What follows belongs to an exercise in optimizing a design on an open flow for small area and a short achievable clock period; a production flow would make more cautious choices.
RTL that was checked went through simulation tests only; none was proved equivalent to the original.
Only the layout flow was run in run 1; the RTL was not checked for function there.

==> flow/design.v (outline; a module is shown in full before it is edited, if it fits) <==
// module mul_pipe: 2216 lines
// module mul_pipe_fa: 10 lines
// module mul_pipe_ha: 9 lines
// module mul_pipe_sel: 11 lines
module mul_pipe #(
    parameter int unsigned XLEN    = 32,
    parameter int unsigned LATENCY = 3,
    parameter int unsigned TAG_W   = 5
) (
    input  logic             clk,
    input  logic             rst_n,
    input  logic             in_valid,
    output logic             in_ready,
    input  logic [XLEN-1:0]  a,
    input  logic [XLEN-1:0]  b,
    input  logic [2:0]       mulop,
    input  logic [TAG_W-1:0] in_tag,
    input  logic             flush,
    output logic             out_valid,
    input  logic             out_ready,
    output logic [XLEN-1:0]  f,
    output logic [TAG_W-1:0] out_tag
);
  // ...
==> flow/flow/run.sh <==
#!/bin/bash
# The standard layout, with timing repair aimed further below the clock period and
# the smallest port buffers (repair sizes up the ones on critical paths).
set -euo pipefail
bash standard.sh SETUP_SLACK_MARGIN=6.22 "BUFFER_PORTS_ARGS=-buffer_cell sky130_fd_sc_hd__buf_1" "CTS_ARGS=-sink_clustering_enable -repair_clock_nets -sink_clustering_size 30 -sink_clustering_max_diameter 100 -dont_use_dummy_load" finish > standard.log 2>&1
==> flow/standard.sh <==
#!/bin/bash
# synth_recipe.tcl (not shown) runs the flow's synth.tcl, then flattens the netlist and writes it again
# the make line also repeats each setting of config.mk as NAME=value (left out here)
make -C /OpenROAD-flow-scripts/flow DESIGN_CONFIG=/design/flow/config.mk WORK_HOME=/design/flow/orfs CLKGATE_MAP_FILE= SYNTH_SCRIPT=/design/flow/synth_recipe.tcl "${@:-finish}"
==> flow/config.mk <==
export PLATFORM = sky130hd
export DESIGN_NAME = mul_pipe
export DESIGN_NICKNAME = mul_pipe
export VERILOG_FILES = /design/flow/design.v
export SDC_FILE = /design/flow/constraint.sdc
export NUM_CORES = 4
export LEC_CHECK = 0
export ABC_AREA = 1
export CAP_MARGIN = 20
export CORE_MARGIN = 2
export CORE_UTILIZATION = 40
export SETUP_SLACK_MARGIN = 5
export SLEW_MARGIN = 20
export SYNTH_HIERARCHICAL = 1
==> flow/constraint.sdc <==
create_clock -name core_clock -period 11.0 [get_ports {clk}]
set_input_delay 2.2000 -clock core_clock [delete_from_list [all_inputs] [get_ports {clk}]]
set_output_delay 2.2000 -clock core_clock [all_outputs]
set_load 0.01 [all_outputs]
==> metrics.csv, run 1 <==
metric;value;unit
wl_met1;37300;um
slew_violations;0;
grt.total_usage;0.257;
buffer_area_frac;0.0458;
max_freq;210;MHz
reg2regPathDepth;10;
use_met3;0.0828;
dr_wl_met2;42600;um
layout_common_cells;xor2_1, o22ai_1, fa_1;
cp_slowest_cell;buf_6;
start_kind;primary input;
crit_buf_inv;2;
nWellTaps;940;
placed_area;29600;sq um
io_pins;116;
cp_max_fo;2;
clock_buffers;14;
tightestPinTransition;0.878;ns
synth_warnings;7;
yosysMostFrequentCell;xor2_1;
coreArea;70300;sq um
clockBufferDepth;3;
fillers;6740;
synthesis.nets;3571;
finalCritPeriodShare;0.434;
clock_latency;0.55;ns
outcome;no timing/DRC/antenna violations;
synth-xor-area-share;0.180;
synth_edf_count;99;
==> run 2: changes to the inputs <==
--- a/flow/design.v
+++ b/flow/design.v
@@ -1954,28 +1954,28 @@
     wire mg23 = mg21 | (mp21 & mg20);
     wire mp23 = mp21 & mp20;
     wire mg24 = cg26 | (cp26 & mg22);
     wire mp24 = cp26 & mp22;
     wire mg25 = cg28 | (cp28 & cg27);
     wire mp25 = cp28 & cp27;
     wire mg26 = cg30 | (cp30 & cg29);
     wire mp26 = cp30 & cp29;
-    wire mg27 = mg24 | (mp24 & mg23);
-    wire mp27 = mp24 & mp23;
-    wire mg28 = mg26 | (mp26 & mg25);
-    wire mp28 = mp26 & mp25;
-    wire [2:0] w_sg, w_sp;
-    assign w_sg[0] = mg27;
+    wire [4:0] w_sg, w_sp;
+    assign w_sg[0] = mg23;
     assign w_sp[0] = 1'b0;
-    assign w_sg[1] = mg28;
-    assign w_sp[1] = mp28;
-    assign w_sg[2] = cg31;
-    assign w_sp[2] = cp31;
-    localparam int NSEG = 3;
+    assign w_sg[1] = mg24;
+    assign w_sp[1] = mp24;
+    assign w_sg[2] = mg25;
+    assign w_sp[2] = mp25;
+    assign w_sg[3] = mg26;
+    assign w_sp[3] = mp26;
+    assign w_sg[4] = cg31;
+    assign w_sp[4] = cp31;
+    localparam int NSEG = 5;
     wire        w_sel_hi = !w_stall && r1_hi;
     wire        w_sel_lo = !w_stall && !r1_hi;
     wire [31:0] w_xd, w_yd;
     for (genvar k = 0; k < 32; k++) begin : g_sel
         mul_pipe_sel u_x (.hold(w_stall), .q(r2_x[k]), .sh(w_sel_hi), .dh(sx[32+k]),
                           .sl(w_sel_lo), .dl(sx[k]), .d(w_xd[k]));
         mul_pipe_sel u_y (.hold(w_stall), .q(r2_y[k]), .sh(w_sel_hi), .dh(sy[32+k]),
                           .sl(w_sel_lo), .dl(sy[k]), .d(w_yd[k]));
==> run 2 against run 1 <==
Compared with the run above: still clean on timing, DRC and antenna; setup slack improved by 0.0092 ns; sequential share of layout area rose by 0.47 points; flip-flop and latch count rose by 4; core utilization fell by 0.77 points; first-iteration DRC count fell by 6.7%; critical path depth did not move; worst hold slack improved by 0.0089 ns; die area rose by 0.54%.
==> metrics.csv, run 2 <==
metric;value;unit;change
dpl.hpwl;63300;um;was 64300 um
yosysMostFrequentCell;xor2_1;;unchanged
post_drt_wl_per_cell;25.8;um;was 25.6 um
finClkSkew;0.0624;ns;was 0.0689 ns
placed_area;29700;sq um;was 29600 sq um
fin_area;30200;sq um;was 30300 sq um
yosysTopAreaCellShare;0.340;;was 0.342
antenna_found_initial;2;;unchanged
layout_common_cells;xor2_1, o22ai_1, fa_1;;unchanged
worstSetupPathType;in2out;;unchanged
synth_warnings;7;;unchanged
finalHoldViolCount;0;;unchanged
synth_common_cells;xor2_1, o22ai_1, fa_1, nand2_1, clkbuf_1;;was xor2_1, o22ai_1, fa_1, clkbuf_1, nand2_1
port_buffers;115;;unchanged
nets;3461;;was 3459
finalCritPeriodShare;0.433;;was 0.434
cts-htree-levels;1;;unchanged
cp.arrival;2.56;ns;was 2.57 ns
synthesis.area;28700;sq um;was 28500 sq um
slew_violations;0;;unchanged
dr.pass1.iters;5;;was 9
synth_edf_count;103;;was 99
ant_nets;0;;unchanged
grt.total_usage;0.259;;was 0.257
outcome;no timing/DRC/antenna violations;;unchanged
required;8.80;ns;about the same
synthFlopType;dfxtp_1;;unchanged
grt_pass1_vias;24800;;was 24.1k
avgSynthCellArea;9.79;sq um;was 9.74 sq um
period_minus_slack;4.76;ns;was 4.77 ns
diodes;0;;unchanged
start_util;0.403;;was 0.406
setup_viol;0;;unchanged
ys_seq_area_frac;0.180;;was 0.177
die_w;272;um;was 271 um
grt_max_degree;65;;was 70
tns;0;ns;unchanged
slew_headroom;0.402;;was 0.414
cts_sinks;207;;was 203
reg2reg_setup_slack;6.31;ns;about the same
place_congestion;0.926;;was 0.911
min_path_cells;0;;unchanged
die_area;73900;sq um;was 73500 sq um
grt.overflow.total;0;;unchanged
die_h;272;um;was 271 um
max_freq;210;MHz;about the same
tightestPinTransition;0.897;ns;was 0.878 ns
synth_top_cell_by_area;fa_1;;unchanged
rsz0062_at_grt;true;;unchanged
cp_max_fo;2;;unchanged
num_rows;98;;was 97
io_pins;116;;unchanged
cts_hold_buf;0;;unchanged
totalWireLength;97100;um;was 96100 um
hold_class;reg2reg;;unchanged
coreArea;71200;sq um;was 70300 sq um
yosys-top-cells-area;fa_1, xor2_1, o22ai_1, edfxtp_1, dfxtp_1;;unchanged
start_kind;primary input;;unchanged
drive_above_1_share;0.0472;;was 0.0529
worstSetupEndpointType;output pin;;unchanged
clk_pin_slew_worst_paths;0.11;ns;was 0.08 ns
vias;23200;;was 22.9k
synthesis.nets;3572;;was 3571
drv_cap;0;;unchanged
tritoncts;done;;unchanged
clockBufferDepth;3;;unchanged
syn2layout_area_growth;5.12;%;was 6.15%
layout_commonest_cell;xor2_1;;unchanged
clock_latency;0.55;ns;about the same
ys_ff_latch;207;;was 203
reg2regPathDepth;10;;unchanged
ys_types;41;;unchanged
drtIter0Drc;2571;;was 2755
synthCells;2930;;was 2929
async_flop_share;0;;unchanged
grt_pass1_wl;147000;um;was 145000 um
cts_buffers;14;;unchanged
via_per_inst;6.16;;was 6.11
cts-root-buf;clkbuf_16;;unchanged
drc;0;;unchanged
[run 2: changes by cell type after synthesis, moves of 4 or more]
cell,before,now
nand3_1,73,79
edfxtp_1,99,103
buf_2,11,53
buf_1,11,3
nor2_1,69,74
o21ai_1,8,0
o21ai_0,24,32
clkbuf_1,312,273
inv_2,9,5
inv_1,122,117
nand2_1,304,310
[run 2: stage by stage]
stage / hold slack, ns / worst slack (ns) / std cells / util
global placement: 0.403 / 5.89 / 3750 / 0.416
detailed placement: 0.407 / 5.87 / 3750 / 0.416
finish: 0.433 / 6.24 / 3767 / 0.423
CTS: 0.435 / 6.21 / 3766 / 0.422
global route: 0.445 / 6.12 / 3767 / 0.423
floorplan: 0.400 / 5.74 / 2930 / -
[run 2: kinds of logic (layout without fill, tap and decap cells)]
family,Yosys count,in the layout,share of synthesized area
and+or+nand+nor,477,477,0.0674
DFF,207,207,0.180
buffers and inverters,457,344,0.0630
AOI/OAI and AO/OA,636,636,0.136
other,1,1,0.000131
xor gates and xnor gates,587,587,0.179
adders and majority gates,565,565,0.374
[run 2: layout make-up]
cell class | count | area (sq um)
Multi-Input combinational cell | 2266 | 21700
Inverter | 123 | 464
Timing Repair Buffer | 207 | 1240
Sequential cell | 207 | 5170
Fill cell | 6854 | 41100
Clock buffer | 14 | 350
Tap cell | 950 | 1190
[run 2: Yosys stat by module (local to each module, per instance)]
| module | area (sq um) | flops+latches |
|---|---|---|
| mul_pipe_ha | 12.5 | 0 |
| mul_pipe_fa | 20.0 | 0 |
| mul_pipe_sel | 16.3 | 0 |
| mul_pipe | 17700 | 207 |
[run 2: layer usage]
layer	track usage	routed length (um)	vias to the layer above
met5	0	15	-
met1	0.331	37100	11600
met2	0.405	43300	1636
met4	0.106	4460	2
met3	0.0858	12200	363
li1	-	-	9620
[run 2: worst max-delay path, cell delays in order]
cell and delay (ns):
buf_6 0.09, nor2_4 0.10, nor2_4 0.05, buf_6 0.12
[run 2: repair_timing]
action | CTS | global route
endpoints found under the setup margin | 1 | 15
resized for setup | 4 | 30
setup buffers | 2 | 1
pin swaps | 2 | 2
[run 2: final timing paths]
path	start	endpoint
worst max-delay path	out_ready	in_ready
worst max register to register	r1_two_n[3]	r2_sp[4]
worst min register to register	r1_tag[2]	r2_tag[2]
worst min-delay path	r1_tag[2]	r2_tag[2]

[afterwards: timing with drivers on the ports]
The results above use ideal ports. As a check the final layouts listed here were re-extracted and re-timed, cells and wires unchanged. Step 1 assumes that a clkbuf_16 drives the clock port and a buf_2 every other input. Step 2 also shifts input and output timing later by t, the mid clock arrival at the registers, as if the neighbouring blocks saw the same clock. Three values: no drivers, after step 1, after step 2; two values: the first two.
| run | t, ns | setup slack, ns | worst register clock-pin slew, ns |
|---|---|---|---|
| run 1 | 0.578 | 6.228 / 6.193 / 6.193 | 0.10 / 0.10 |
| run 2 | 0.579 | 6.237 / 6.202 / 6.202 | 0.11 / 0.11 |
After both steps setup and hold are still met in every run listed.
